Context: an optimization exercise on an open-source flow, tuned for small area. The choices shown serve that exercise and are no tape-out recipe.
At most, simulation tests tie the RTL to the original design; equivalence was not proved.
Only the layout flow was run in run 1; the RTL was not checked for function there.
Power is estimated from default activity; no workload was simulated.

==> design.v <==
package csr_pkg;
    localparam int XLEN         = 64;
    localparam int CSR_IDX_W    = 12;
    localparam int OPCODE_W     = 7;
    localparam int TRAP_CAUSE_W = 6;
    localparam logic [CSR_IDX_W-1:0] CSR_MSTATUS       = 12'h300;
    localparam logic [CSR_IDX_W-1:0] CSR_MISA          = 12'h301;
    localparam logic [CSR_IDX_W-1:0] CSR_MTVEC         = 12'h305;
    localparam logic [CSR_IDX_W-1:0] CSR_MCOUNTINHIBIT = 12'h320;
    localparam logic [CSR_IDX_W-1:0] CSR_MSCRATCH      = 12'h340;
    localparam logic [CSR_IDX_W-1:0] CSR_MEPC          = 12'h341;
    localparam logic [CSR_IDX_W-1:0] CSR_MCAUSE        = 12'h342;
    localparam logic [CSR_IDX_W-1:0] CSR_MTVAL         = 12'h343;
    localparam logic [CSR_IDX_W-1:0] CSR_MCYCLE        = 12'hB00;
    localparam logic [CSR_IDX_W-1:0] CSR_MINSTRET      = 12'hB02;
    localparam logic [OPCODE_W-1:0] OPC_MISCMEM = 7'b0001111;
    localparam logic [OPCODE_W-1:0] OPC_SYSTEM  = 7'b1110011;
endpackage
import csr_pkg::*;
module csr_trap_unit (
    input  logic            clk_i,
    input  logic            arst_n_i,
    input  logic            wr_i,
    input  logic [11:0]     index_i,
    input  logic [XLEN-1:0] data_i,
    input  logic            trap_i,
    input  logic            mret_i,
    input  logic [XLEN-1:0] pc_i,
    input  logic            trap_async_i,
    input  logic [5:0]      trap_cause_i,
    input  logic [XLEN-1:0] trap_value_i,
    output logic            mie_o,
    output logic            mpie_o,
    output logic [XLEN-1:0] mtvec_o,
    output logic [XLEN-1:0] mscratch_o,
    output logic [XLEN-1:0] mepc_o,
    output logic [XLEN-1:0] mcause_o,
    output logic [XLEN-1:0] mtval_o,
    output logic [XLEN-1:0] newpc_o
);
    logic            mie_q;
    logic            mpie_q;
    logic [XLEN-1:0] mtvec_q;    
    logic [XLEN-1:0] mscratch_q;
    logic [XLEN-1:0] mepc_q;
    logic [XLEN-1:0] mcause_q;
    logic [XLEN-1:0] mtval_q;
    wire wr        = wr_i && !trap_i;
    wire status_wr = wr && (index_i == CSR_MSTATUS);
    always_ff @(posedge clk_i or negedge arst_n_i) begin
        if (!arst_n_i) begin
            mie_q  <= 1'b0;
            mpie_q <= 1'b0;
        end else if (trap_i) begin
            mpie_q <= mie_q;
            mie_q  <= 1'b0;
        end else if (mret_i) begin
            mie_q  <= mpie_q;
            mpie_q <= 1'b1;
        end else if (status_wr) begin
            mie_q  <= data_i[3];
            mpie_q <= data_i[7];
        end
    end
    always_ff @(posedge clk_i) begin
        if (wr && index_i == CSR_MTVEC)    mtvec_q    <= {data_i[XLEN-1:2], 1'b0, data_i[0]};
        if (wr && index_i == CSR_MSCRATCH) mscratch_q <= data_i;
        if (trap_i)                        mepc_q     <= pc_i;
        else if (wr && index_i == CSR_MEPC) mepc_q    <= {data_i[XLEN-1:2], 2'b00};
        if (trap_i)                        mcause_q   <= {trap_async_i, 57'b0, trap_cause_i};
        else if (wr && index_i == CSR_MCAUSE) mcause_q <= data_i;
        if (trap_i)                        mtval_q    <= trap_value_i;
        else if (wr && index_i == CSR_MTVAL) mtval_q  <= data_i;
    end
    assign mie_o      = mie_q;
    assign mpie_o     = mpie_q;
    assign mtvec_o    = {mtvec_q[XLEN-1:2], 1'b0, mtvec_q[0]};
    assign mscratch_o = mscratch_q;
    assign mepc_o     = mepc_q;
    assign mcause_o   = mcause_q;
    assign mtval_o    = mtval_q;
    logic [XLEN-1:2] base;
    logic [5:0]      addend;
    logic            cin;
    always_comb begin
        if (trap_i)      base = mtvec_q[XLEN-1:2];
        else if (mret_i) base = mepc_q[XLEN-1:2];
        else             base = pc_i[XLEN-1:2];
    end
    assign addend = (trap_i && mtvec_q[0] && trap_async_i) ? trap_cause_i : 6'd0;
    assign cin    = !trap_i && !mret_i;
    assign newpc_o[XLEN-1:2] = base + {56'd0, addend} + {61'd0, cin};
    assign newpc_o[1:0]      = trap_i ? 2'b00 : mret_i ? mepc_q[1:0] : pc_i[1:0];
endmodule
import csr_pkg::*;
module csr_counters (
    input  logic            clk_i,
    input  logic            arst_n_i,
    input  logic            wr_i,
    input  logic [11:0]     index_i,
    input  logic [XLEN-1:0] data_i,
    input  logic            retire_i,
    output logic [XLEN-1:0] mcycle_o,
    output logic [XLEN-1:0] minstret_o,
    output logic            cy_inh_o,
    output logic            ir_inh_o
);
    logic [XLEN-1:0] mcycle_q;
    logic [XLEN-1:0] minstret_q;
    logic            cy_inh_q;
    logic            ir_inh_q;
    wire mcycle_wr   = wr_i && (index_i == CSR_MCYCLE);
    wire minstret_wr = wr_i && (index_i == CSR_MINSTRET);
    wire inhibit_wr  = wr_i && (index_i == CSR_MCOUNTINHIBIT);
    always_ff @(posedge clk_i or negedge arst_n_i) begin
        if (!arst_n_i) begin
            mcycle_q   <= '0;
            minstret_q <= '0;
            cy_inh_q   <= 1'b0;
            ir_inh_q   <= 1'b0;
        end else begin
            if (mcycle_wr)           mcycle_q <= data_i;
            else if (!cy_inh_q)      mcycle_q <= mcycle_q + XLEN'(1);
            if (minstret_wr)                minstret_q <= data_i;
            else if (retire_i && !ir_inh_q) minstret_q <= minstret_q + XLEN'(1);
            if (inhibit_wr) begin
                cy_inh_q <= data_i[0];
                ir_inh_q <= data_i[2];
            end
        end
    end
    assign mcycle_o   = mcycle_q;
    assign minstret_o = minstret_q;
    assign cy_inh_o   = cy_inh_q;
    assign ir_inh_o   = ir_inh_q;
endmodule
import csr_pkg::*;
module csr_read_mux (
    input  logic [11:0]     index_i,
    input  logic            mie_i,
    input  logic            mpie_i,
    input  logic [XLEN-1:0] mtvec_i,
    input  logic [XLEN-1:0] mscratch_i,
    input  logic [XLEN-1:0] mepc_i,
    input  logic [XLEN-1:0] mcause_i,
    input  logic [XLEN-1:0] mtval_i,
    input  logic [XLEN-1:0] mcycle_i,
    input  logic [XLEN-1:0] minstret_i,
    input  logic            cy_inh_i,
    input  logic            ir_inh_i,
    output logic [XLEN-1:0] data_o,
    output logic            illegal_o
);
    always_comb begin
        case (index_i)
            12'h300, 12'h301, 12'h305, 12'h320,
            12'h340, 12'h341, 12'h342, 12'h343,
            12'hB00, 12'hB02,
            12'hF11, 12'hF12, 12'hF13, 12'hF14: illegal_o = 1'b0;
            default:                            illegal_o = 1'b1;
        endcase
    end
    wire i3  = !index_i[11];
    wire ib  = index_i[11] && !index_i[10];
    wire i30 = i3 && !index_i[6] && !index_i[5];
    wire s_mstatus  = i30 && !index_i[2] && !index_i[0];
    wire s_misa     = i30 && !index_i[2] &&  index_i[0];
    wire s_mtvec    = i30 &&  index_i[2];
    wire s_inhibit  = i3  &&  index_i[5];
    wire s_mscratch = i3  &&  index_i[6] && !index_i[1] && !index_i[0];
    wire s_mepc     = i3  &&  index_i[6] && !index_i[1] &&  index_i[0];
    wire s_mcause   = i3  &&  index_i[6] &&  index_i[1] && !index_i[0];
    wire s_mtval    = i3  &&  index_i[6] &&  index_i[1] &&  index_i[0];
    wire s_mcycle   = ib  && !index_i[1];
    wire s_minstret = ib  &&  index_i[1];
    logic [XLEN-1:0] fixed;
    always_comb begin
        fixed     = '0;
        fixed[0]  = s_inhibit && cy_inh_i;
        fixed[2]  = s_inhibit && ir_inh_i;
        fixed[3]  = s_mstatus && mie_i;
        fixed[7]  = s_mstatus && mpie_i;
        fixed[8]  = s_misa;
        fixed[11] = s_mstatus;
        fixed[12] = s_mstatus || s_misa;
        fixed[63] = s_misa;
    end
    assign data_o = fixed
                  | ({XLEN{s_mtvec}}    & mtvec_i)
                  | ({XLEN{s_mscratch}} & mscratch_i)
                  | ({XLEN{s_mepc}}     & mepc_i)
                  | ({XLEN{s_mcause}}   & mcause_i)
                  | ({XLEN{s_mtval}}    & mtval_i)
                  | ({XLEN{s_mcycle}}   & mcycle_i)
                  | ({XLEN{s_minstret}} & minstret_i);
endmodule
import csr_pkg::*;
module csr_top (
    input  logic                          clk_i,
    input  logic                          arst_n_i,
    input  logic                          csr_valid_i,
    input  logic                          csr_csren_i,
    input  logic [csr_pkg::CSR_IDX_W-1:0] csr_index_i,
    input  logic [csr_pkg::XLEN-1:0]      csr_data_i,
    input  logic                          csr_mret_i,
    input  logic                          commit_valid_i,
    input  logic [csr_pkg::OPCODE_W-1:0]  commit_opcode_i,
    input  logic [csr_pkg::XLEN-1:0]      commit_pc_i,
    input  logic                          commit_trap_i,
    input  logic                          commit_trap_async_i,
    input  logic [csr_pkg::TRAP_CAUSE_W-1:0] commit_trap_cause_i,
    input  logic [csr_pkg::XLEN-1:0]      commit_trap_value_i,
    input  logic [csr_pkg::CSR_IDX_W-1:0] read_index_i,
    output logic [csr_pkg::XLEN-1:0]      read_data_o,
    output logic                          read_illegal_o,
    output logic                          flush_req_o,
    output logic [csr_pkg::XLEN-1:0]      flush_newpc_o
);
    wire wr   = csr_valid_i && csr_csren_i;
    wire trap = commit_valid_i && commit_trap_i;
    wire mret = csr_valid_i && csr_mret_i;
    logic            mie, mpie, cy_inh, ir_inh;
    logic [XLEN-1:0] mtvec, mscratch, mepc, mcause, mtval, mcycle, minstret;
    csr_trap_unit u_trap_unit (
        .clk_i        (clk_i),
        .arst_n_i     (arst_n_i),
        .wr_i         (wr),
        .index_i      (csr_index_i),
        .data_i       (csr_data_i),
        .trap_i       (trap),
        .mret_i       (mret),
        .pc_i         (commit_pc_i),
        .trap_async_i (commit_trap_async_i),
        .trap_cause_i (commit_trap_cause_i),
        .trap_value_i (commit_trap_value_i),
        .mie_o        (mie),
        .mpie_o       (mpie),
        .mtvec_o      (mtvec),
        .mscratch_o   (mscratch),
        .mepc_o       (mepc),
        .mcause_o     (mcause),
        .mtval_o      (mtval),
        .newpc_o      (flush_newpc_o)
    );
    csr_counters u_counters (
        .clk_i      (clk_i),
        .arst_n_i   (arst_n_i),
        .wr_i       (wr),
        .index_i    (csr_index_i),
        .data_i     (csr_data_i),
        .retire_i   (commit_valid_i && !commit_trap_i),
        .mcycle_o   (mcycle),
        .minstret_o (minstret),
        .cy_inh_o   (cy_inh),
        .ir_inh_o   (ir_inh)
    );
    csr_read_mux u_read_mux (
        .index_i    (read_index_i),
        .mie_i      (mie),
        .mpie_i     (mpie),
        .mtvec_i    (mtvec),
        .mscratch_i (mscratch),
        .mepc_i     (mepc),
        .mcause_i   (mcause),
        .mtval_i    (mtval),
        .mcycle_i   (mcycle),
        .minstret_i (minstret),
        .cy_inh_i   (cy_inh),
        .ir_inh_i   (ir_inh),
        .data_o     (read_data_o),
        .illegal_o  (read_illegal_o)
    );
    assign flush_req_o = trap || mret ||
                         (commit_valid_i && (commit_opcode_i == OPC_MISCMEM ||
                                             commit_opcode_i == OPC_SYSTEM));
endmodule
==> flow/run.sh <==
#!/bin/bash
# standard layout, with the smallest buffer on the ports
export BUFFER_PORTS_ARGS="-buffer_cell sky130_fd_sc_hd__buf_1"
cp standard.sh synth_recipe.tcl config.mk flow/ 2>/dev/null
bash standard.sh > standard.log 2>&1
==> flow/synth_recipe.tcl <==
proc synth {args} { yosys synth -nofsm -noshare {*}$args }
source $::env(SCRIPTS_DIR)/synth.tcl
# left out here: clear keep_hierarchy, flatten, clean up, hide names made inside functions, write 1_2_yosys.v
==> flow/config.mk <==
export PLATFORM = sky130hd
export DESIGN_NAME = csr_top
export DESIGN_NICKNAME = bench
export VERILOG_FILES = /design/flow/design.v
export SDC_FILE = /design/flow/constraint.sdc
export NUM_CORES = 4
export LEC_CHECK = 0
export CAP_MARGIN = 20
export CORE_MARGIN = 2
export CORE_UTILIZATION = 40
export SLEW_MARGIN = 20
==> flow/standard.sh <==
#!/bin/bash
# The standard flow's own layout of this design, on the ORFS make targets given (by default finish). After
# finish it leaves the final layout's DEF at /design/flow/out/final.def.
set -euo pipefail
make -C /OpenROAD-flow-scripts/flow DESIGN_CONFIG=/design/flow/config.mk WORK_HOME=/design/flow/orfs CLKGATE_MAP_FILE= SYNTH_SCRIPT=/design/flow/synth_recipe.tcl CAP_MARGIN=20 CORE_MARGIN=2 CORE_UTILIZATION=40 SLEW_MARGIN=20 "${@:-finish}"
if [[ -f /design/flow/orfs/results/sky130hd/csr_top/base/6_final.odb ]]; then
  : # left out here: write the final layout as DEF
fi
==> standard.sh <==
#!/bin/bash
# synth_recipe.tcl (not shown) runs the flow's synth.tcl, then flattens the netlist and writes it again
# the make line also repeats each setting of config.mk as NAME=value (left out here)
make -C /OpenROAD-flow-scripts/flow DESIGN_CONFIG=/design/flow/config.mk WORK_HOME=/design/flow/orfs CLKGATE_MAP_FILE= SYNTH_SCRIPT=/design/flow/synth_recipe.tcl "${@:-finish}"
==> config.mk <==
export PLATFORM = sky130hd
export DESIGN_NAME = csr_top
export DESIGN_NICKNAME = csr_top
export VERILOG_FILES = /design/flow/design.v
export SDC_FILE = /design/flow/constraint.sdc
export NUM_CORES = 4
export LEC_CHECK = 0
export CAP_MARGIN = 20
export CORE_MARGIN = 2
export CORE_UTILIZATION = 40
export SLEW_MARGIN = 20
==> constraint.sdc <==
create_clock -name core_clock -period 7.0 [get_ports {clk_i}]
set_input_delay 1.4000 -clock core_clock [delete_from_list [all_inputs] [get_ports {clk_i}]]
set_output_delay 1.4000 -clock core_clock [all_outputs]
set_load 0.01 [all_outputs]
==> results of run 1 <==
synthesized netlist by cell type (all sizes together) (5+ instances only):
| master | count | area share, % |
|---|---|---|
| dfrtp | 132 | 13 |
| nand4 | 59 | 1.5 |
| a22o | 9 | 0.32 |
| xor2 | 100 | 3.6 |
| a31o | 7 | 0.25 |
| nand3 | 158 | 3.2 |
| a221oi | 11 | 0.46 |
| and2 | 16 | 0.42 |
| nor2b | 6 | 0.15 |
| or3 | 10 | 0.25 |
| mux2 | 11 | 0.50 |
| a222oi | 65 | 2.6 |
| or4 | 9 | 0.29 |
| ha | 7 | 0.36 |
| a211oi | 8 | 0.24 |
| nor2 | 214 | 3.3 |
| a31oi | 23 | 0.58 |
| and4 | 18 | 0.64 |
| o21ai | 23 | 0.47 |
| a22oi | 117 | 3.6 |
| o31ai | 10 | 0.31 |
| and3 | 54 | 1.4 |
| a21oi | 240 | 4.9 |
| nor4 | 32 | 0.93 |
| a21boi | 8 | 0.24 |
| xnor2 | 83 | 3.0 |
| a311oi | 5 | 0.18 |
| edfxtp | 262 | 32 |
| nand2b | 5 | 0.13 |
| buf | 33 | 0.59 |
| nand3b | 7 | 0.21 |
| o21a | 5 | 0.15 |
| nand2 | 595 | 9.1 |
| o31a | 6 | 0.21 |
| dfxtp | 57 | 4.6 |
| mux2i | 15 | 0.61 |
| inv | 23 | 0.35 |
| nor3 | 40 | 0.81 |
| clkbuf | 140 | 2.1 |
what timing repair did:
| action | in CTS | in global routing |
|---|---|---|
| setup buffers | 0 | 3 |
| endpoints found under the setup margin | 0 | 7 |
| gates resized for setup | 0 | 2 |
registers in the layout, summed over array words and instances (netlist names):
signal / flops
u_counters.minstret_q: 64
u_trap_unit.mtval_q: 64
u_trap_unit.mtvec_q: 63
u_trap_unit.mepc_q: 64
u_trap_unit.mpie_q: 1
u_trap_unit.mscratch_q: 64
u_counters.cy_inh_q: 1
u_counters.mcycle_q: 64
u_trap_unit.mcause_q: 64
u_trap_unit.mie_q: 1
u_counters.ir_inh_q: 1
how the worst max path moves through the flow:
stage                    from                end  slack, ps  depth (start not counted)
2_1_floorplan     csr_valid_i  flush_newpc_o[40]         40                         21
3_3_place_gp       csr_mret_i  flush_newpc_o[49]        120                         15
3_5_place_dp   commit_valid_i  flush_newpc_o[49]        110                         14
4_1_cts        commit_valid_i  flush_newpc_o[49]        100                         14
5_1_grt        commit_valid_i  flush_newpc_o[49]        100                         15
6_report           csr_mret_i  flush_newpc_o[49]        280                         16
per-stage QoR:
stage | cell area, um2 | utilization (%)
floorplan | 24600 | -
global placement | 26900 | 44.4
detailed placement | 26900 | 44.4
CTS | 28500 | 47.1
global route | 28600 | 47.2
finish | 28600 | 47.2
worst max-delay path, cell delays in order:
cell      delay (ps)
clkbuf_2         240
and2_2           320
nand2_1           80
a21oi_1          120
a21oi_1           70
fa_1             430
nor2b_1          150
o31a_1           220
o311ai_2         170
buf_4            210
or3_1            590
nor4_4           330
buf_4            220
a311oi_1         120
nor4_2           420
buf_1            210
cells by family after synthesis:
logic type               after synthesis  share of synthesized area, %
AO/OA/AOI/OAI                        570                          15.7
XOR/XNOR                             183                          6.51
adder cells (fa/ha/maj)                9                         0.519
buffers and inverters                196                          3.08
flip-flops                           451                          50.0
multiplexers                          26                          1.11
AND/OR/NAND/NOR                     1244                          23.0
cell usage in the layout, fill, tap and decap left out, drive strengths merged, types with 18 or more instances in the layout:
master / Yosys / routed
nand2: 595 / 595
buf: 33 / 420
edfxtp: 262 / 262
a21oi: 240 / 240
nor2: 214 / 214
nand3: 158 / 158
dfrtp: 132 / 132
a22oi: 117 / 117
xor2: 100 / 100
xnor2: 83 / 83
clkbuf: 140 / 71
a222oi: 65 / 65
nand4: 59 / 59
dfxtp: 57 / 57
and3: 54 / 54
nor3: 40 / 40
nor4: 32 / 32
inv: 23 / 26
a31oi: 23 / 23
o21ai: 23 / 23
clkinv: 0 / 21
and4: 18 / 18
power by group through the flow:
stage                     Sequential [mW]  Combinational, mW  Clock [mW]
final                                3.02              0.797        2.63
after global routing                 3.03              0.860        2.75
after CTS                            3.02              0.790        2.65
after detailed placement             3.07              0.787           0
after global placement               3.07              0.776           0
after floorplan                      3.04              0.428           0
layer usage:
layer,share of wire [%],vias to the layer above,track usage [%],wire length (um)
met1,40,11400,39.6,38500
met3,8.9,229,4.27,8540
met5,0,-,0,0
met2,47,1297,48.4,45200
li1,-,10400,-,-
met4,4.2,0,12.6,4040
cell type report:
cell class                 instances  share of cell area [%]
tap                              782                    3.42
inverter                          23                   0.302
sequential                       451                    43.1
clock buffer                      68                    4.94
clock inverter                    28                   0.714
multi-input combinational       2032                    40.9
timing repair buffer             423                    6.62
==> metrics.yaml, run 1 <==
critical_path:
  crit_fanout: 8
  r2r_setup_slack_ps: 3470
  r2r_cells: 7
  rr_startpoint: "u_counters.mcycle_q[5]$_DFFE_PN0P_"
  cp-start-kind: "input pin"
  cp-end-kind: "output port"
  arrival_ps: 5320
  r2r-end: "u_counters.mcycle_q[59]$_DFFE_PN0P_"
  path_class: "input pin to output port"
  cp.required_ps: 5600
logic_synthesis:
  ys_warn_count: 3
  ys_types: 75
  synthArstFlopShare_pct: 29.3
  yosys_most_used_dff: "edfxtp_1"
  syn_nets: 2925
  synth_area_um2: 24600
  synth_seq_area_share_pct: 50.0
  ys_ff_latch: 451
  synth_edf_count: 262
  synthCells: 2679
  synth_area_per_cell_um2: 9.18
timing:
  timing.final.crit_share_pct: 96.1
  skew_ps: 23.1
  layout_setup_ws_ps: 276
  rsz0062_at_grt: "false"
  hold_viol: 0
  finalSetupTns_ps: 0
  slew_headroom_pct: 21.7
  min_period_ps: 6720
  drv_slew: 0
  tightestPinTransition_ps: 1170
  finalSetupViolCount: 0
  timing.fmax_mhz: 149
  whs_ps: 450
floorplanning:
  core_area_um2: 60600
  io_pins: 367
  die_h_um: 252
  die_area_um2: 63500
  start_util_pct: 40.6
  rows: 90
  die_w_um: 252
power:
  p_sw_share_pct: 27.6
  clkPwrFrac_pct: 40.7
  peakVddDrop_v: 0.000164
  switchingPower_mw: 1.78
  p_seq_share_pct: 46.9
  powerDensity_nw_per_um2: 226
  p_int_mw: 4.67
  p_leak_nw: 10.2
  comb_power_share_pct: 12.4
  power_mw: 6.45
detailed_routing:
  drc: 0
  drtIter0Drc: 2710
  firstDrtPassIters: 6
  vias_per_cell: 6.13
  vias: 23300
  routedWlPerCell_um: 25.3
  wl_um: 96300
  ant_nets: 0
min_path:
  hold_end: "u_trap_unit.mcause_q[14]$_SDFFE_PN0P_"
  holdPathStages: 2
  min_from: "u_trap_unit.mcause_q[14]$_SDFFE_PN0P_"
  min_path_type: "flop to flop"
place:
  place_congestion: 0.955
  post-place-ws_ps: 114
  place.port_buffers: 366
  dpl.cell_count: 3708
  dpl.hpwl_um: 67200
clocking:
  cts_root_buf: "clkbuf_16"
  cts.sinks: 451
  clk_pin_slew_ps: 60
  numCtsBuffers: 51
  htreeDepth: 2
  clock_latency_ps: 610
  cts_buffer_depth: 3
  cts_hold_buffers: 0
  cts_tree: "yes"
final_layout:
  fin_cells: 3807
  nNetsFinal: 3228
  multi_input_area_um2: 11700
  area_growth_pct: 16.1
  num-fill-cells: 5758
  drive_above_1_share_pct: 6.55
  regArea_um2: 12300
  diodes: 0
grt:
  grt_pass1_vias: 23000
  grt_start_max_net_pins: 106
  antenna_found_initial: 0
  overflow: 0
  track_usage_pct: 29.7
  grt_pass1_wl_um: 144000
run:
  max_cap_viol_count: 0
outcome:
  status: "complete, no violations"
==> inputs of run 2 (changes only) <==
--- a/design.v
+++ b/design.v
@@ -35,8 +35,7 @@
     output logic [XLEN-1:0] mscratch_o,
     output logic [XLEN-1:0] mepc_o,
     output logic [XLEN-1:0] mcause_o,
-    output logic [XLEN-1:0] mtval_o,
-    output logic [XLEN-1:0] newpc_o
+    output logic [XLEN-1:0] mtval_o
 );
     logic            mie_q;
     logic            mpie_q;
@@ -62,15 +61,21 @@
             mpie_q <= data_i[7];
         end
     end
+    wire epc_wr   = wr && index_i == CSR_MEPC;
+    wire cause_wr = wr && index_i == CSR_MCAUSE;
+    wire tval_wr  = wr && index_i == CSR_MTVAL;
     always_ff @(posedge clk_i) begin
         if (wr && index_i == CSR_MTVEC)    mtvec_q    <= {data_i[XLEN-1:2], 1'b0, data_i[0]};
         if (wr && index_i == CSR_MSCRATCH) mscratch_q <= data_i;
-        if (trap_i)                        mepc_q     <= pc_i;
-        else if (wr && index_i == CSR_MEPC) mepc_q    <= {data_i[XLEN-1:2], 2'b00};
-        if (trap_i)                        mcause_q   <= {trap_async_i, 57'b0, trap_cause_i};
-        else if (wr && index_i == CSR_MCAUSE) mcause_q <= data_i;
-        if (trap_i)                        mtval_q    <= trap_value_i;
-        else if (wr && index_i == CSR_MTVAL) mtval_q  <= data_i;
+        mepc_q   <= ({XLEN{trap_i}}   & pc_i)
+                  | ({XLEN{epc_wr}}   & {data_i[XLEN-1:2], 2'b00})
+                  | ({XLEN{!trap_i && !epc_wr}} & mepc_q);
+        mcause_q <= ({XLEN{trap_i}}   & {trap_async_i, 57'b0, trap_cause_i})
+                  | ({XLEN{cause_wr}} & data_i)
+                  | ({XLEN{!trap_i && !cause_wr}} & mcause_q);
+        mtval_q  <= ({XLEN{trap_i}}   & trap_value_i)
+                  | ({XLEN{tval_wr}}  & data_i)
+                  | ({XLEN{!trap_i && !tval_wr}} & mtval_q);
     end
     assign mie_o      = mie_q;
     assign mpie_o     = mpie_q;
@@ -79,18 +84,46 @@
     assign mepc_o     = mepc_q;
     assign mcause_o   = mcause_q;
     assign mtval_o    = mtval_q;
-    logic [XLEN-1:2] base;
-    logic [5:0]      addend;
-    logic            cin;
-    always_comb begin
-        if (trap_i)      base = mtvec_q[XLEN-1:2];
-        else if (mret_i) base = mepc_q[XLEN-1:2];
-        else             base = pc_i[XLEN-1:2];
-    end
-    assign addend = (trap_i && mtvec_q[0] && trap_async_i) ? trap_cause_i : 6'd0;
-    assign cin    = !trap_i && !mret_i;
-    assign newpc_o[XLEN-1:2] = base + {56'd0, addend} + {61'd0, cin};
-    assign newpc_o[1:0]      = trap_i ? 2'b00 : mret_i ? mepc_q[1:0] : pc_i[1:0];
+endmodule
+module csr_flush (
+    input  logic            trap_i,
+    input  logic            mret_i,
+    input  logic [XLEN-1:0] pc_i,
+    input  logic            trap_async_i,
+    input  logic [5:0]      trap_cause_i,
+    input  logic [XLEN-1:0] mtvec_i,
+    input  logic [XLEN-1:0] mepc_i,
+    output logic [XLEN-1:0] newpc_o
+);
+    wire sel_pc = !trap_i && !mret_i;
+    wire vec    = trap_i && mtvec_i[0] && trap_async_i;
+    wire [XLEN-1:2] base = ({(XLEN-2){trap_i}} & mtvec_i[XLEN-1:2])
+                         | ({(XLEN-2){mret_i}} & mepc_i[XLEN-1:2])
+                         | ({(XLEN-2){sel_pc}} & pc_i[XLEN-1:2]);
+    wire [5:0] addend = ({6{vec}} & trap_cause_i) | {5'd0, sel_pc};
+    wire [6:0] low    = {1'b0, base[7:2]} + {1'b0, addend};
+    wire c0 = low[6];
+    logic [XLEN-1:8] p;    
+    logic [6:0]      g;    
+    logic [6:0]      gg;   
+    for (genvar b = 0; b < 7; b++) begin : g_byte
+        assign p[8+8*b] = 1'b1;
+        for (genvar i = 1; i < 8; i++) begin : g_bit
+            assign p[8+8*b+i] = p[8+8*b+i-1] & base[8+8*b+i-1];
+        end
+        assign g[b] = &base[8+8*b +: 8];
+    end
+    assign gg[0] = 1'b1;
+    for (genvar b = 1; b < 7; b++) begin : g_gg
+        assign gg[b] = &g[b-1:0];
+    end
+    logic [XLEN-1:8] t;
+    for (genvar b = 0; b < 7; b++) begin : g_t
+        assign t[8+8*b +: 8] = {8{c0 & gg[b]}} & p[8+8*b +: 8];
+    end
+    assign newpc_o[XLEN-1:8] = base[XLEN-1:8] ^ t;
+    assign newpc_o[7:2]      = low[5:0];
+    assign newpc_o[1:0]      = ({2{mret_i}} & mepc_i[1:0]) | ({2{sel_pc}} & pc_i[1:0]);
 endmodule
 import csr_pkg::*;
 module csr_counters (
@@ -112,6 +145,22 @@
     wire mcycle_wr   = wr_i && (index_i == CSR_MCYCLE);
     wire minstret_wr = wr_i && (index_i == CSR_MINSTRET);
     wire inhibit_wr  = wr_i && (index_i == CSR_MCOUNTINHIBIT);
+    wire cy_en = !cy_inh_q;
+    wire ir_en = retire_i && !ir_inh_q;
+    logic [XLEN-1:0] cy_t, ir_t;
+    logic [XLEN/8:0] cy_c, ir_c;
+    assign cy_c[0] = cy_en;
+    assign ir_c[0] = ir_en;
+    for (genvar b = 0; b < XLEN / 8; b++) begin : g_byte
+        assign cy_c[b+1] = cy_c[b] & (&mcycle_q[8*b +: 8]);
+        assign ir_c[b+1] = ir_c[b] & (&minstret_q[8*b +: 8]);
+        assign cy_t[8*b] = cy_c[b];
+        assign ir_t[8*b] = ir_c[b];
+        for (genvar i = 1; i < 8; i++) begin : g_bit
+            assign cy_t[8*b+i] = cy_t[8*b+i-1] & mcycle_q[8*b+i-1];
+            assign ir_t[8*b+i] = ir_t[8*b+i-1] & minstret_q[8*b+i-1];
+        end
+    end
     always_ff @(posedge clk_i or negedge arst_n_i) begin
         if (!arst_n_i) begin
             mcycle_q   <= '0;
@@ -119,10 +168,8 @@
             cy_inh_q   <= 1'b0;
             ir_inh_q   <= 1'b0;
         end else begin
-            if (mcycle_wr)           mcycle_q <= data_i;
-            else if (!cy_inh_q)      mcycle_q <= mcycle_q + XLEN'(1);
-            if (minstret_wr)                minstret_q <= data_i;
-            else if (retire_i && !ir_inh_q) minstret_q <= minstret_q + XLEN'(1);
+            mcycle_q   <= mcycle_wr   ? data_i : (mcycle_q ^ cy_t);
+            minstret_q <= minstret_wr ? data_i : (minstret_q ^ ir_t);
             if (inhibit_wr) begin
                 cy_inh_q <= data_i[0];
                 ir_inh_q <= data_i[2];
@@ -239,7 +286,16 @@
         .mscratch_o   (mscratch),
         .mepc_o       (mepc),
         .mcause_o     (mcause),
-        .mtval_o      (mtval),
+        .mtval_o      (mtval)
+    );
+    csr_flush u_flush (
+        .trap_i       (trap),
+        .mret_i       (mret),
+        .pc_i         (commit_pc_i),
+        .trap_async_i (commit_trap_async_i),
+        .trap_cause_i (commit_trap_cause_i),
+        .mtvec_i      (mtvec),
+        .mepc_i       (mepc),
         .newpc_o      (flush_newpc_o)
     );
     csr_counters u_counters (
==> flow/run.sh (replaced) <==
#!/bin/bash
# Layout flow: the standard ORFS flow with three changes
#  - synthesis maps the logic with an area-oriented ABC script (flow/abc_area.script);
#    everything else in synthesis (synth_recipe.tcl, the register mapping) is unchanged
#  - port buffers use the smallest buffer, sky130_fd_sc_hd__buf_1
#  - CTS options from flow/cts_args.txt
set -euo pipefail
here=$(pwd)

# synthesis script: ORFS synth.tcl with the ABC script swapped, sourced by synth_recipe.tcl
sed "s|^\( *\)log_cmd abc {\*}\$abc_args|\1set abc_args [lreplace \$abc_args 1 1 $here/flow/abc_area.script]\n\1log_cmd abc {*}\$abc_args|" \
    "$FLOW_HOME/scripts/synth.tcl" > my_synth_core.tcl
grep -q "abc_area.script" my_synth_core.tcl
sed "s|source \$::env(SCRIPTS_DIR)/synth.tcl|source $here/my_synth_core.tcl|" synth_recipe.tcl > my_synth.tcl
grep -q "my_synth_core.tcl" my_synth.tcl
sed "s|SYNTH_SCRIPT=[^ ]*synth_recipe.tcl|SYNTH_SCRIPT=$here/my_synth.tcl|" standard.sh > my_standard.sh
grep -q "my_synth.tcl" my_standard.sh

export BUFFER_PORTS_ARGS="-buffer_cell sky130_fd_sc_hd__buf_1"
if [[ -f flow/cts_args.txt ]]; then
  export CTS_ARGS="$(cat flow/cts_args.txt)"
fi

bash my_standard.sh > flow.log 2>&1
==> flow/abc_area.script (new file) <==
&get -n
&st
&dch
&nf
&put
topo
stime -c
dnsize -c
==> flow/cts_args.txt (new file) <==
-sink_clustering_enable -repair_clock_nets -dont_use_dummy_load -buf_list sky130_fd_sc_hd__clkbuf_2
--- a/config.mk
+++ b/config.mk
@@ -7,5 +7,5 @@
 export LEC_CHECK = 0
 export CAP_MARGIN = 20
 export CORE_MARGIN = 2
-export CORE_UTILIZATION = 40
+export CORE_UTILIZATION = 60
 export SLEW_MARGIN = 20
removed: flow/synth_recipe.tcl
removed: flow/config.mk
removed: flow/standard.sh
==> metrics.yaml, run 2 <==
outcome:
  status: "complete, no violations"
run:
  max_cap_viol_count: 0
place:
  place.port_buffers: 366
  place_congestion: 0.928
  post-place-ws_ps: -100
  dpl.cell_count: 2758
  dpl.hpwl_um: 46600
power:
  peakVddDrop_v: 0.000164
  p_leak_nw: 10.9
  p_seq_share_pct: 58.7
  power_mw: 5.01
  powerDensity_nw_per_um2: 205
  comb_power_share_pct: 14.0
  p_int_mw: 3.50
  switchingPower_mw: 1.51
  clkPwrFrac_pct: 27.3
  p_sw_share_pct: 30.2
critical_path:
  crit_end: "flush_newpc_o[35]"
  cp-end-kind: "output port"
  path_class: "input pin to output port"
  rr_startpoint: "u_counters.mcycle_q[4]$_DFF_PN0_"
  r2r-end: "u_counters.mcycle_q[62]$_DFF_PN0_"
  cp-start-kind: "input pin"
  cp.required_ps: 5600
  r2r_setup_slack_ps: 2560
  arrival_ps: 5430
  r2r_cells: 15
  crit_fanout: 45
  crit_path_start: "csr_mret_i"
final_layout:
  final_common_cell: "nand2_1"
  fin_cells: 2878
  area_growth_pct: 14.7
  layout_common_cells: "nand2_1 (380), buf_1 (362), a22oi_1 (194)"
  drive_above_1_share_pct: 7.58
  nNetsFinal: 2780
logic_synthesis:
  ys_types: 44
  synth_area_per_cell_um2: 11.2
  synthCells: 1891
  syn_nets: 2254
  synth_area_um2: 21300
  synthArstFlopShare_pct: 29.3
  synth_edf_count: 127
  synth_top_area_share_pct: 18.1
  yosysMostFrequentCell: "nand2_1"
  synth_area_leader_cell: "dfxtp_1"
  netlist_top_cells_area: "dfxtp_1 (18%), edfxtp_1 (18%), dfrtp_1 (16%)"
  netlist_top_cells_count: "nand2_1 (380), a22oi_1 (195), dfxtp_1 (192)"
  ys_warn_count: 3
  ys_ff_latch: 451
  yosys_most_used_dff: "dfxtp_1"
  synth_seq_area_share_pct: 51.5
min_path:
  min_path_type: "input pin to async pin"
clocking:
  clk_pin_slew_ps: 100
  htreeDepth: 3
  cts_root_buf: "clkbuf_2"
  clock_latency_ps: 1040
  postCtsSetupBuffers: 0
  cts_tree: "yes"
  numCtsBuffers: 112
  cts_buffer_depth: 3
  cts.sinks: 451
floorplanning:
  die_w_um: 192
  die_area_um2: 37000
  start_util_pct: 61.3
  core_area_um2: 34700
  io_pins: 367
  die_h_um: 192
  rows: 68
detailed_routing:
  vias: 19700
  ant_nets: 0
  drtIter0Drc: 2341
  wl_um: 73600
  firstDrtPassIters: 7
  vias_per_cell: 6.85
  routedWlPerCell_um: 25.6
  drc: 0
timing:
  hold_viol: 0
  timing.fmax_mhz: 146
  rsz0062_at_grt: "false"
  skew_ps: 81.3
  layout_setup_ws_ps: 173
  finalSetupViolCount: 0
  min_period_ps: 6830
  timing.final.crit_share_pct: 97.5
  slew_headroom_pct: 22.9
  finalSetupTns_ps: 0
  tightestPinTransition_ps: 1160
  drv_slew: 0
grt:
  antenna_found_initial: 6
  grt_start_max_net_pins: 73
  grt_pass1_wl_um: 110000
  track_usage_pct: 39.6
  overflow: 0
  grt_pass1_vias: 19400
run 2: worst min path at each step:
stage / startpoint / to / slack, ps / cells after the start
2_1_floorplan: u_trap_unit.mcause_q[4]$_DFF_P_ / u_trap_unit.mcause_q[4]$_DFF_P_ / 410 / 2
3_3_place_gp: u_trap_unit.mcause_q[4]$_DFF_P_ / u_trap_unit.mcause_q[4]$_DFF_P_ / 420 / 2
4_1_cts: arst_n_i / u_counters.mcycle_q[24]$_DFF_PN0_ / 290 / 1
5_1_grt: arst_n_i / u_counters.mcycle_q[24]$_DFF_PN0_ / 290 / 1
3_5_place_dp: u_trap_unit.mcause_q[2]$_DFF_P_ / u_trap_unit.mcause_q[2]$_DFF_P_ / 430 / 2
6_report: arst_n_i / u_counters.mcycle_q[24]$_DFF_PN0_ / 350 / 1
run 2: kinds of logic after synthesis:
group           count (synthesis)  synth area share, %
mux                           115                 6.09
fa+ha+maj                     126                 7.45
xor+xnor                       42                 1.73
compound gates                523                 19.8
simple gates                  618                 13.1
buf+inv                        16                0.282
flops                         451                 51.5
run 2: layout make-up:
class                           count  area (um2)
Multi-Input combinational cell   1424       10400
Timing Repair Buffer              412        1790
Fill cell                        2772       10300
Sequential cell                   451       11000
Antenna cell                        8        20.0
Tap cell                          455         569
Inverter                           16        60.1
Clock buffer                      112         561
run 2: what timing repair did:
action	CTS	global route
hold buffers	0	0
gates resized for setup	1	1
endpoints found under the setup margin	8	9
pin swaps	0	0
run 2: metal layers:
layer	up-vias	part of all wire, %	GRT usage [%]
met2	1378	46	61.5
met4	4	4.1	19.6
li1	8620	-	-
met3	205	12	9.04
met5	-	0.041	0
met1	9497	38	52.4
run 2: power by group through the flow:
stage	Combinational, mW	Clock (mW)	Sequential, mW
after CTS	0.694	1.38	2.94
after global placement	0.672	0	2.99
after floorplan	0.374	0	2.96
after global routing	0.770	1.50	2.96
after detailed placement	0.692	0	2.99
final	0.703	1.37	2.94
run 2: per-stage QoR:
stage	cell area [um2]	hold slack (ps)	util, %
final	24400	354	70.3
after global routing	24400	294	70.2
after CTS	24400	288	70.2
after detailed placement	23800	428	68.6
after global placement	23800	422	68.6
after floorplan	21300	411	-
run 2: critical path: stages:
cell and delay, ps:
clkbuf_2 270, a22oi_2 290, buf_12 300, nand2_1 100, nand2_1 70, ha_1 210, fa_1 250, nand3_1 80
nand2_1 120, a31o_1 350, nand3_1 310, buf_4 300, nor3_1 660, buf_4 270, nand3b_1 80, a32oi_1 170
buf_1 170
==> inputs of run 3 (changes only) <==
--- a/config.mk
+++ b/config.mk
@@ -7,5 +7,5 @@
 export LEC_CHECK = 0
 export CAP_MARGIN = 20
 export CORE_MARGIN = 2
-export CORE_UTILIZATION = 60
+export CORE_UTILIZATION = 40
 export SLEW_MARGIN = 20
==> metrics.yaml, run 3 <==
outcome:
  status: "complete, no violations"
final_layout:
  multi_input_area_um2: 10400
  final_common_cell: "nand2_1"
  drive_above_1_share_pct: 7.96
  area_growth_pct: 16.4
  nNetsFinal: 2791
  regArea_um2: 11000
  num-fill-cells: 4977
  fin_cells: 3120
  layout_common_cells: "nand2_1 (380), buf_1 (363), a22oi_1 (194)"
timing:
  layout_setup_ws_ps: 263
  slew_headroom_pct: 24.9
  tightestPinTransition_ps: 1130
  skew_ps: 127
  hold_viol: 0
  timing.fmax_mhz: 148
  timing.final.crit_share_pct: 96.2
  rsz0062_at_grt: "false"
  finalSetupTns_ps: 0
  finalSetupViolCount: 0
  whs_ps: 186
  drv_slew: 0
  min_period_ps: 6740
critical_path:
  rr_startpoint: "u_counters.mcycle_q[5]$_DFF_PN0_"
  arrival_ps: 5340
  critPathBufInv: 5
  cp.required_ps: 5600
  crit_family: "simple AND/OR/NAND/NOR gates"
  cpPeakStageDelay_ps: 600
  cpMaxStageDelayCell: "nor4_4"
  crit_fanout: 23
  r2r-end: "u_counters.mcycle_q[62]$_DFF_PN0_"
  cp-end-kind: "output port"
  r2r_cells: 15
  cp-start-kind: "input pin"
  r2r_setup_slack_ps: 2570
  path_class: "input pin to output port"
  path_cells: "buf_1 -> and2_2 -> buf_12 -> a22oi_1 -> nand2_1 -> fa_1 -> nand3_1 -> nand2_1 -> a31o_1 -> nand3_1 -> nor4_4 -> buf_12 -> buf_4 -> nand3b_1 -> a21boi_0 -> buf_1"
clocking:
  htreeDepth: 3
  postCtsSetupBuffers: 0
  cts.sinks: 451
  clock_latency_ps: 1150
  cts_hold_buffers: 0
  cts_root_buf: "clkbuf_2"
  cts_buffer_depth: 3
  clk_pin_slew_ps: 100
  ctsResizeCount: 0
  cts_tree: "yes"
  numCtsBuffers: 119
floorplanning:
  io_pins: 367
  die_w_um: 235
  start_util_pct: 40.5
  die_h_um: 235
  die_area_um2: 55000
  core_area_um2: 52600
  rows: 84
logic_synthesis:
  synth_area_um2: 21300
  netlist_top_cells_count: "nand2_1 (380), a22oi_1 (195), dfxtp_1 (192)"
  ys_ff_latch: 451
  synth_seq_area_share_pct: 51.5
  synthArstFlopShare_pct: 29.3
  synth_edf_count: 127
  syn_nets: 2254
  synth_area_leader_cell: "dfxtp_1"
  yosys_most_used_dff: "dfxtp_1"
  ys_warn_count: 3
  synth_top_area_share_pct: 18.1
  synthCells: 1891
  ys_types: 44
  netlist_top_cells_area: "dfxtp_1 (18%), edfxtp_1 (18%), dfrtp_1 (16%)"
  yosysMostFrequentCell: "nand2_1"
  synth_area_per_cell_um2: 11.2
run:
  max_cap_viol_count: 0
detailed_routing:
  wl_um: 81200
  ant_nets: 0
  vias: 19600
  vias_per_cell: 6.27
  drtIter0Drc: 2278
  firstDrtPassIters: 9
  routedWlPerCell_um: 26.0
  drc: 0
power:
  power_mw: 5.07
  powerDensity_nw_per_um2: 205
  p_leak_nw: 10.9
  peakVddDrop_v: 0.0000965
grt:
  grt_start_max_net_pins: 73
  grt_pass1_wl_um: 120000
  track_usage_pct: 29.0
  grt_pass1_vias: 19700
  overflow: 0
  antenna_found_initial: 7
place:
  place.port_buffers: 366
  place_congestion: 0.910
  dpl.hpwl_um: 53500
  dpl.cell_count: 2995
  post-place-ws_ps: 392
min_path:
  min_path_type: "input pin to async pin"
[run 3: cell counts after synthesis]
Identical to the previous run, type by type.
[run 3: cell families after synthesis]
kind of cell | synth area share, %
compound gates | 19.8
xor+xnor | 1.73
fa+ha+maj | 7.45
buf+inv | 0.282
flops | 51.5
mux | 6.09
simple gates | 13.1
[run 3: how the worst max path moves through the flow]
stage	to	startpoint	depth (start not counted)
after floorplan	flush_newpc_o[49]	commit_trap_i	13
after global placement	flush_newpc_o[57]	csr_mret_i	16
after detailed placement	flush_newpc_o[57]	csr_mret_i	16
after CTS	flush_newpc_o[57]	csr_mret_i	16
after global routing	flush_newpc_o[57]	csr_mret_i	16
final	flush_newpc_o[46]	csr_mret_i	16
[run 3: power breakdown]
part / switching [mW] / internal [mW] / total [mW] / leakage [nW]
sequential: 0.110 / 2.83 / 2.94 / 4.51
clock: 0.968 / 0.440 / 1.41 / 0.494
combinational: 0.471 / 0.250 / 0.722 / 5.91
total: 1.55 / 3.52 / 5.07 / 10.9
[run 3: final cells by class]
class	count	share of cell area (%)
timing repair buffer	416	7.44
clock buffer	119	2.41
multi-input combinational	1424	42.1
sequential	451	44.3
tap	688	3.48
antenna	6	0.0606
inverter	16	0.243
[run 3: metal layers]
metal | share of wire, % | vias up | track usage [%]
li1 | - | 8630 | -
met1 | 40 | 9613 | 37.6
met3 | 10 | 194 | 7.35
met5 | 0.033 | - | 0
met4 | 3.6 | 4 | 11.6
met2 | 46 | 1117 | 46.3
[run 3: through the flow]
step                utilization [%]  area, um2
detailed placement             46.0      24200
floorplan                         -      21300
finish                         47.1      24800
global route                   47.1      24800
global placement               46.0      24200
CTS                            47.1      24700
==> inputs of run 4 (changes only) <==
--- a/config.mk
+++ b/config.mk
@@ -5,7 +5,7 @@
 export SDC_FILE = /design/flow/constraint.sdc
 export NUM_CORES = 4
 export LEC_CHECK = 0
-export CAP_MARGIN = 20
+export CAP_MARGIN = 0
 export CORE_MARGIN = 2
 export CORE_UTILIZATION = 40
-export SLEW_MARGIN = 20
+export SLEW_MARGIN = 0
==> metrics.yaml, run 4 <==
outcome:
  status: "complete, no violations"
clocking:
  clk_pin_slew_ps: 100
  clock_latency_ps: 1150
  cts_hold_buffers: 0
  htreeDepth: 3
  cts_buffer_depth: 3
  cts.sinks: 451
  cts_tree: "yes"
  ctsResizeCount: 0
  postCtsSetupBuffers: 0
  numCtsBuffers: 119
  cts_root_buf: "clkbuf_2"
detailed_routing:
  drtIter0Drc: 2278
  ant_nets: 0
  drc: 0
  vias: 19600
  vias_per_cell: 6.27
  routedWlPerCell_um: 26.0
  m1WireLength_um: 32800
  wl_met2_um: 37400
  highest_layer: "met5"
  route.met3.wl_um: 8100
  wl_um: 81200
  firstDrtPassIters: 9
floorplanning:
  start_util_pct: 40.5
  die_h_um: 235
  core_area_um2: 52600
  io_pins: 367
  rows: 84
  die_w_um: 235
  die_area_um2: 55000
power:
  p_leak_nw: 10.9
  powerDensity_nw_per_um2: 205
  clkPwrFrac_pct: 27.7
  power_mw: 5.07
  p_int_mw: 3.52
  p_seq_share_pct: 58.0
  peakVddDrop_v: 0.0000965
  p_sw_share_pct: 30.5
  switchingPower_mw: 1.55
  comb_power_share_pct: 14.2
timing:
  drv_slew: 0
  timing.fmax_mhz: 148
  tightestPinTransition_ps: 1130
  hold_viol: 0
  skew_ps: 127
  finalSetupTns_ps: 0
  slew_headroom_pct: 24.9
  layout_setup_ws_ps: 263
  finalSetupViolCount: 0
  min_period_ps: 6740
  timing.final.crit_share_pct: 96.2
  rsz0062_at_grt: "false"
critical_path:
  cp.required_ps: 5600
  r2r_cells: 15
  cp-end-kind: "output port"
  r2r-end: "u_counters.mcycle_q[62]$_DFF_PN0_"
  r2r_setup_slack_ps: 2570
  crit_end: "flush_newpc_o[46]"
  path_class: "input pin to output port"
  crit_fanout: 23
  rr_startpoint: "u_counters.mcycle_q[5]$_DFF_PN0_"
  cp-start-kind: "input pin"
  crit_path_start: "csr_mret_i"
  arrival_ps: 5340
logic_synthesis:
  synthArstFlopShare_pct: 29.3
  yosysMostFrequentCell: "nand2_1"
  synth_top_area_share_pct: 18.1
  synth_area_um2: 21300
  synth.mux.area_fraction_pct: 6.09
  ys_types: 44
  netlist_top_cells_count: "nand2_1 (380), a22oi_1 (195), dfxtp_1 (192)"
  synth_seq_area_share_pct: 51.5
  synthCells: 1891
  synth_area_leader_cell: "dfxtp_1"
  synth_top_family_by_area: "compound AO/OA/AOI/OAI gates"
  yosys_most_used_dff: "dfxtp_1"
  ys_ff_latch: 451
  netlist_top_cells_area: "dfxtp_1 (18%), edfxtp_1 (18%), dfrtp_1 (16%)"
  synth_compound_area_share_pct: 19.8
  synth_fa_ha_area_share_pct: 7.45
  synth_xor_area_share_pct: 1.73
  syn_nets: 2254
  synthSimpleGateAreaFrac_pct: 13.1
  synth_edf_count: 127
  ys_warn_count: 3
  synth_area_per_cell_um2: 11.2
grt:
  track_usage_pct: 29.0
  grt_start_max_net_pins: 73
  antenna_found_initial: 7
  overflow: 0
  grt_pass1_wl_um: 120000
  grt_pass1_vias: 19700
final_layout:
  nNetsFinal: 2791
  final_common_cell: "nand2_1"
  num-fill-cells: 4977
  multi_input_area_um2: 10400
  area_growth_pct: 16.4
  regArea_um2: 11000
  drive_above_1_share_pct: 7.96
  layout_common_cells: "nand2_1 (380), buf_1 (363), a22oi_1 (194)"
  final_area_um2: 24800
place:
  place_area_um2: 24200
  dpl.hpwl_um: 53500
  post-place-ws_ps: 392
  place.port_buffers: 366
  place_congestion: 0.910
min_path:
  min_path_type: "input pin to async pin"
run:
  max_cap_viol_count: 0
run 4: power groups by stage:
| stage | sequential, mW | clock (mW) | combinational (mW) |
|---|---|---|---|
| 6_report | 2.94 | 1.41 | 0.722 |
| 4_1_cts | 2.94 | 1.46 | 0.720 |
| 3_5_place_dp | 3.00 | 0 | 0.717 |
| 2_1_floorplan | 2.96 | 0 | 0.374 |
| 5_1_grt | 2.96 | 1.59 | 0.793 |
| 3_3_place_gp | 2.99 | 0 | 0.700 |
run 4: worst max-delay path, stage by stage:
cell and delay [ps]:
buf_1 370, and2_2 530, buf_12 250, a22oi_1 90, nand2_1 120, fa_1 220, nand3_1 80, nand2_1 110
a31o_1 310, nand3_1 310, nor4_4 600, buf_12 210, buf_4 180, nand3b_1 100, a21boi_0 250, buf_1 180
run 4: cell families after synthesis:
kind of cell | after synthesis
AND/OR/NAND/NOR | 618
XOR/XNOR | 42
flip-flops | 451
adder cells (fa/ha/maj) | 126
buffers and inverters | 16
multiplexers | 115
AO/OA/AOI/OAI | 523
run 4: area by class of cell:
cell class	count	share of cell area, %
Sequential cell	451	44.3
Clock buffer	119	2.41
Multi-Input combinational cell	1424	42.1
Inverter	16	0.243
Tap cell	688	3.48
Timing Repair Buffer	416	7.44
Antenna cell	6	0.0606
run 4: metal layers:
layer	track usage, %	up-vias
met2	46.3	1117
met1	37.6	9613
li1	-	8630
met4	11.6	4
met3	7.35	194
met5	0	-
run 4: metrics by stage:
stage / hold slack [ps] / instances / utilization (%)
3_5_place_dp: 431 / 2995 / 46.0
4_1_cts: 64.9 / 3114 / 47.1
2_1_floorplan: 411 / 1891 / -
6_report: 186 / 3120 / 47.1
5_1_grt: 71.3 / 3120 / 47.1
3_3_place_gp: 423 / 2995 / 46.0
run 4: how the worst min path moves through the flow:
stage,startpoint,cells past startpoint,end
after floorplan,u_trap_unit.mcause_q[4]$_DFF_P_,2,u_trap_unit.mcause_q[4]$_DFF_P_
final,arst_n_i,1,u_counters.mcycle_q[16]$_DFF_PN0_
after global placement,u_trap_unit.mcause_q[4]$_DFF_P_,2,u_trap_unit.mcause_q[4]$_DFF_P_
after detailed placement,u_trap_unit.mcause_q[4]$_DFF_P_,2,u_trap_unit.mcause_q[4]$_DFF_P_
after global routing,arst_n_i,1,u_counters.minstret_q[17]$_DFF_PN0_
after CTS,arst_n_i,1,u_counters.minstret_q[23]$_DFF_PN0_
==> inputs of run 5 (changes only) <==
==> flow/abc_area.script (replaced) <==
&get -n
&st
&dch
&nf -R 30
&put
topo
stime -c
dnsize -c
--- a/config.mk
+++ b/config.mk
@@ -5,7 +5,8 @@
 export SDC_FILE = /design/flow/constraint.sdc
 export NUM_CORES = 4
 export LEC_CHECK = 0
-export CAP_MARGIN = 0
+export CAP_MARGIN = 20
 export CORE_MARGIN = 2
 export CORE_UTILIZATION = 40
-export SLEW_MARGIN = 0
+export PLACE_DENSITY = 0.95
+export SLEW_MARGIN = 20
==> metrics.yaml, run 5 <==
logic_synthesis:
  ys_types: 44
  ys_warn_count: 3
  synth_top_area_share_pct: 18.1
  yosysMostFrequentCell: "nand2_1"
  synthCells: 1895
  netlist_top_cells_count: "nand2_1 (395), a22oi_1 (197), dfxtp_1 (192)"
  netlist_top_cells_area: "dfxtp_1 (18%), edfxtp_1 (18%), dfrtp_1 (16%)"
  yosys_most_used_dff: "dfxtp_1"
  synth_edf_count: 127
  synthArstFlopShare_pct: 29.3
  synth_area_per_cell_um2: 11.2
  synth_seq_area_share_pct: 51.7
  synth_area_um2: 21200
  synth_area_leader_cell: "dfxtp_1"
  ys_ff_latch: 451
  syn_nets: 2258
floorplanning:
  io_pins: 367
  core_area_um2: 52400
  die_area_um2: 54900
  die_h_um: 234
  rows: 84
  start_util_pct: 40.4
  die_w_um: 234
outcome:
  status: "complete, no violations"
critical_path:
  r2r-end: "u_counters.mcycle_q[62]$_DFF_PN0_"
  cp-start-kind: "input pin"
  path_class: "input pin to output port"
  rr_startpoint: "u_counters.mcycle_q[7]$_DFF_PN0_"
  crit_fanout: 40
  cp-end-kind: "output port"
  arrival_ps: 5430
  r2r_setup_slack_ps: 2120
  r2r_cells: 17
  cp.required_ps: 5600
timing:
  tightestPinTransition_ps: 1170
  hold_viol: 0
  whs_ps: 256
  finalSetupTns_ps: 0
  drv_slew: 0
  skew_ps: 83.3
  finalSetupViolCount: 0
  min_period_ps: 6830
  layout_setup_ws_ps: 168
  rsz0062_at_grt: "false"
  slew_headroom_pct: 22.0
  timing.fmax_mhz: 146
  timing.final.crit_share_pct: 97.6
final_layout:
  fin_cells: 3136
  nNetsFinal: 2803
  area_growth_pct: 17.1
  layout_common_cells: "nand2_1 (395), buf_1 (364), a22oi_1 (196)"
  final_area_um2: 24800
  drive_above_1_share_pct: 8.20
  final_common_cell: "nand2_1"
clocking:
  numCtsBuffers: 115
  cts.sinks: 451
  cts_root_buf: "clkbuf_2"
  ctsResizeCount: 0
  postCtsSetupBuffers: 0
  cts_tree: "yes"
  cts_buffer_depth: 3
  cts_hold_buffers: 0
  clock_latency_ps: 1100
  clk_pin_slew_ps: 100
  htreeDepth: 3
grt:
  overflow: 0
  track_usage_pct: 28.6
  grt_pass1_wl_um: 118000
  grt_start_max_net_pins: 73
  grt_pass1_vias: 19900
  antenna_found_initial: 10
place:
  place.port_buffers: 366
  post-place-ws_ps: 272
  place_area_um2: 24200
  dpl.cell_count: 3010
  dpl.hpwl_um: 52700
  place_congestion: 0.916
power:
  peakVddDrop_v: 0.000118
  powerDensity_nw_per_um2: 204
  p_leak_nw: 11.0
min_path:
  min_path_type: "input pin to async pin"
detailed_routing:
  firstDrtPassIters: 7
  vias: 20000
  drc: 0
  vias_per_cell: 6.37
  wl_um: 80000
  routedWlPerCell_um: 25.5
  ant_nets: 0
  drtIter0Drc: 2729
run:
  max_cap_viol_count: 0
## run 5: changes by cell type in the layout (fill, tap and decap cells not counted), moves of 6 or more
cell,previous run,this run
a21oi_1,24,31
nand3_1,42,33
a31oi_1,8,2
nor2_1,32,38
buf_4,43,50
nand2_1,380,395
## run 5: cell families (layout without fill, tap and decap cells)
family          after synthesis  in the layout  share of synthesized area [%]
mux                         115            115                           6.10
buf+inv                      19            562                          0.336
fa+ha+maj                   126            126                           7.47
flops                       451            451                           51.7
other cells                   0             10                              0
xor+xnor                     42             42                           1.73
compound gates              522            522                           19.7
simple gates                620            620                           12.9
## run 5: worst max-delay path by stage
stage / start / slack, ps / depth (start not counted) / end
floorplan: read_index_i[1] / 230 / 3 / read_data_o[11]
global placement: commit_trap_i / 360 / 13 / flush_newpc_o[23]
detailed placement: commit_trap_i / 270 / 16 / flush_newpc_o[60]
CTS: commit_trap_i / 270 / 19 / flush_newpc_o[60]
global route: commit_trap_i / 50 / 19 / flush_newpc_o[60]
finish: commit_trap_i / 170 / 16 / flush_newpc_o[60]
## run 5: layout make-up
class / instances / area, um2
flip-flops and latches: 451 / 11000
clock buffers: 115 / 576
multi-input cells: 1425 / 10400
repair buffers: 428 / 1990
inverters: 19 / 71.3
diodes: 10 / 25.0
fillers: 4732 / 27600
well taps: 688 / 861
## run 5: critical path, stage by stage
cell,delay (ps)
buf_1,210
buf_4,250
a22oi_2,520
buf_12,320
a221oi_1,190
nor4_1,550
nand3_1,520
nor2_1,330
nand2_1,170
clkinv_1,80
and3_1,190
buf_12,150
buf_4,110
nand2_1,50
a21boi_0,180
buf_1,170
## run 5: power breakdown
group	switching, mW	total [mW]	internal, mW
clock network	0.975	1.40	0.425
registers	0.108	2.94	2.83
logic	0.477	0.731	0.255
## run 5: per-layer routing
metal | GRT usage, % | wire length [um] | vias up
met5 | 0 | 0 | -
met4 | 16.0 | 4720 | 0
met3 | 7.62 | 9740 | 337
met2 | 45.4 | 36400 | 1567
met1 | 35.4 | 29100 | 9447
li1 | - | - | 8610
## run 5: metrics by stage
stage	utilization [%]	power (mW)
2_1_floorplan	-	3.33
5_1_grt	47.3	5.30
3_5_place_dp	46.2	3.71
4_1_cts	47.3	5.08
3_3_place_gp	46.1	3.68
6_report	47.3	5.07
==> inputs of run 6 (changes only) <==
--- a/config.mk
+++ b/config.mk
@@ -8,5 +8,4 @@
 export CAP_MARGIN = 20
 export CORE_MARGIN = 2
 export CORE_UTILIZATION = 40
-export PLACE_DENSITY = 0.95
 export SLEW_MARGIN = 20
==> metrics.yaml, run 6 <==
final_layout:
  drive_above_1_share_pct: 8.32
  fin_util_pct: 47.2
  area_growth_pct: 16.7
  layout_common_cells: "nand2_1 (395), buf_1 (365), a22oi_1 (196)"
  final_common_cell: "nand2_1"
  nNetsFinal: 2806
logic_synthesis:
  synth_area_per_cell_um2: 11.2
  syn_nets: 2258
  netlist_top_cells_area: "dfxtp_1 (18%), edfxtp_1 (18%), dfrtp_1 (16%)"
  yosys_most_used_dff: "dfxtp_1"
  synth_area_um2: 21200
  synth_top_area_share_pct: 18.1
  netlist_top_cells_count: "nand2_1 (395), a22oi_1 (197), dfxtp_1 (192)"
  synth_seq_area_share_pct: 51.7
  yosysMostFrequentCell: "nand2_1"
  ys_warn_count: 3
  synth_edf_count: 127
  synthArstFlopShare_pct: 29.3
  synthCells: 1895
  ys_types: 44
  ys_ff_latch: 451
  synth_area_leader_cell: "dfxtp_1"
clocking:
  numCtsBuffers: 119
  cts_tree: "yes"
  cts_buffer_depth: 3
  clk_pin_slew_ps: 90
  clock_latency_ps: 1120
  cts.sinks: 451
  postCtsSetupBuffers: 0
  htreeDepth: 3
  cts_root_buf: "clkbuf_2"
  cts_hold_buffers: 0
timing:
  finalSetupViolCount: 0
  slew_headroom_pct: 22.1
  hold_viol: 0
  drv_slew: 0
  timing.fmax_mhz: 150
  tightestPinTransition_ps: 1170
  finalSetupTns_ps: 0
  skew_ps: 120
  layout_setup_ws_ps: 322
  rsz0062_at_grt: "false"
  min_period_ps: 6680
  timing.final.crit_share_pct: 95.4
floorplanning:
  start_util_pct: 40.4
  io_pins: 367
  die_area_um2: 54900
  die_h_um: 234
  die_w_um: 234
  core_area_um2: 52400
  rows: 84
critical_path:
  arrival_ps: 5280
  crit_end: "flush_newpc_o[63]"
  r2r_setup_slack_ps: 2270
  path_class: "input pin to output port"
  cp-end-kind: "output port"
  r2r_cells: 17
  cpPeakStageDelay_ps: 380
  cp-start-kind: "input pin"
  crit_fanout: 20
  crit_path_start: "commit_valid_i"
  path_depth: 17
  cp.required_ps: 5600
  path_cells: "buf_1 -> and2_4 -> and3_1 -> a21o_1 -> ha_1 -> fa_1 -> nand3_1 -> nand2_1 -> a31o_1 -> nand3_1 -> nor2_2 -> nand2_1 -> clkinv_1 -> and3_2 -> and3_1 -> xnor2_1 -> buf_1"
  crit_family: "simple AND/OR/NAND/NOR gates"
  rr_startpoint: "u_counters.mcycle_q[5]$_DFF_PN0_"
  cpMaxStageDelayCell: "and2_4"
  r2r-end: "u_counters.mcycle_q[62]$_DFF_PN0_"
  critPathBufInv: 3
place:
  post-place-ws_ps: 117
  place_congestion: 0.863
  place.port_buffers: 366
  dpl.hpwl_um: 54200
min_path:
  min_path_type: "input pin to async pin"
grt:
  grt_pass1_vias: 19800
  track_usage_pct: 29.5
  overflow: 0
  grt_pass1_wl_um: 121000
  antenna_found_initial: 4
  grt_start_max_net_pins: 76
power:
  powerDensity_nw_per_um2: 206
  power_mw: 5.09
  p_leak_nw: 10.9
  peakVddDrop_v: 0.0000884
detailed_routing:
  firstDrtPassIters: 7
  ant_nets: 0
  drtIter0Drc: 2068
  wl_um: 81200
  vias_per_cell: 6.19
  vias: 19400
  drc: 0
  routedWlPerCell_um: 25.9
outcome:
  status: "complete, no violations"
run:
  max_cap_viol_count: 0
run 6: cell count changes in the layout (fill, tap and decap cells not counted), sizes merged:
| cell | delta |
|---|---|
| diode | -7 |
| clkbuf | +3 |
run 6: area by class of cell:
cell class | instances | area [um2]
Fill cell | 4989 | 27700
Sequential cell | 451 | 11000
Multi-Input combinational cell | 1425 | 10400
Timing Repair Buffer | 427 | 1910
Tap cell | 688 | 861
Clock buffer | 119 | 596
Inverter | 19 | 71.3
Antenna cell | 3 | 7.51
run 6: through the flow:
step / cell area [um2] / cells / hold WS [ps]
after global routing: 24800 / 3132 / 385
after floorplan: 21300 / 1895 / 411
final: 24800 / 3132 / 393
after CTS: 24700 / 3129 / 315
after global placement: 24100 / 3009 / 421
after detailed placement: 24100 / 3010 / 429
run 6: kinds of logic (layout without fill, tap and decap cells):
| group | Yosys count | after routing | share of synthesized area, % |
|---|---|---|---|
| xor+xnor | 42 | 42 | 1.73 |
| mux | 115 | 115 | 6.10 |
| buf+inv | 19 | 565 | 0.336 |
| simple gates | 620 | 620 | 12.9 |
| fa+ha+maj | 126 | 126 | 7.47 |
| flops | 451 | 451 | 51.7 |
| compound gates | 522 | 522 | 19.7 |
| other cells | 0 | 3 | 0 |
run 6: what timing repair did:
item                       CTS  global route
hold endpoints to repair     0             0
setup endpoints to repair    0             8
gates resized for setup      0             2
run 6: how the worst min path moves through the flow:
stage | from | to | slack (ps) | cells past startpoint
after floorplan | u_trap_unit.mcause_q[4]$_DFF_P_ | u_trap_unit.mcause_q[4]$_DFF_P_ | 410 | 2
after global placement | u_trap_unit.mcause_q[4]$_DFF_P_ | u_trap_unit.mcause_q[4]$_DFF_P_ | 420 | 2
after detailed placement | u_trap_unit.mcause_q[4]$_DFF_P_ | u_trap_unit.mcause_q[4]$_DFF_P_ | 430 | 2
after CTS | arst_n_i | u_counters.mcycle_q[38]$_DFF_PN0_ | 310 | 1
after global routing | arst_n_i | u_counters.minstret_q[39]$_DFF_PN0_ | 380 | 1
final | arst_n_i | u_counters.mcycle_q[38]$_DFF_PN0_ | 390 | 1
run 6: metal layers:
metal / global-route usage (%) / part of all wire [%]
met2: 49.4 / 48
met3: 5.18 / 7.9
met1: 37.5 / 40
met4: 12.4 / 3.4
met5: 0 / 0.016
run 6: power by group:
| group | switching [mW] | internal (mW) |
|---|---|---|
| logic | 0.472 | 0.253 |
| clock network | 0.985 | 0.440 |
| registers | 0.109 | 2.83 |
| total | 1.57 | 3.53 |

==> what the ideal ports hide <==
No port has a modelled driver above. Below, the same layouts with a new extraction and two added sets of constraints.
Step 1 sets driving cells, clkbuf_16 on the clock port and buf_2 on the other inputs (assumed; they add their load-dependent delay and slew).
Step 2, shift: input delay + t, output delay - t, t = (earliest + latest rising clock arrival at the registers) / 2. This alone moves slack from input paths to output paths.
Slacks: ideal ports / drivers / drivers and shift; pairs: ideal ports / drivers.
| run | t (ns) | slack for setup (ns) | worst hold slack (ns) | slew at the worst register clock pin (ns) | worst data-port slew with drivers (ns) |
|---|---|---|---|---|---|
| run 1 | 0.661 | 0.276 / 0.244 / 0.244 | 0.450 / 0.450 / 0.450 | 0.06 / 0.06 | 0.09 |
| run 2 | 1.050 | 0.173 / 0.132 / 0.132 | 0.354 / 0.326 / 0.442 | 0.12 / 0.12 | 0.10 |
| run 3 | 1.144 | 0.263 / 0.230 / 0.230 | 0.186 / 0.175 / 0.442 | 0.11 / 0.11 | 0.11 |
| run 4 | 1.144 | 0.263 / 0.230 / 0.230 | 0.186 / 0.175 / 0.442 | 0.11 / 0.11 | 0.11 |
| run 5 | 1.104 | 0.168 / 0.144 / 0.144 | 0.256 / 0.239 / 0.440 | 0.11 / 0.11 | 0.13 |
| run 6 | 1.117 | 0.322 / 0.299 / 0.299 | 0.393 / 0.393 / 0.440 | 0.10 / 0.10 | 0.13 |
After both steps every run listed still meets setup and hold. The setup slack of run 2, which loses most, moves by -0.041 ns with the drivers and by -0.041 ns with both steps.
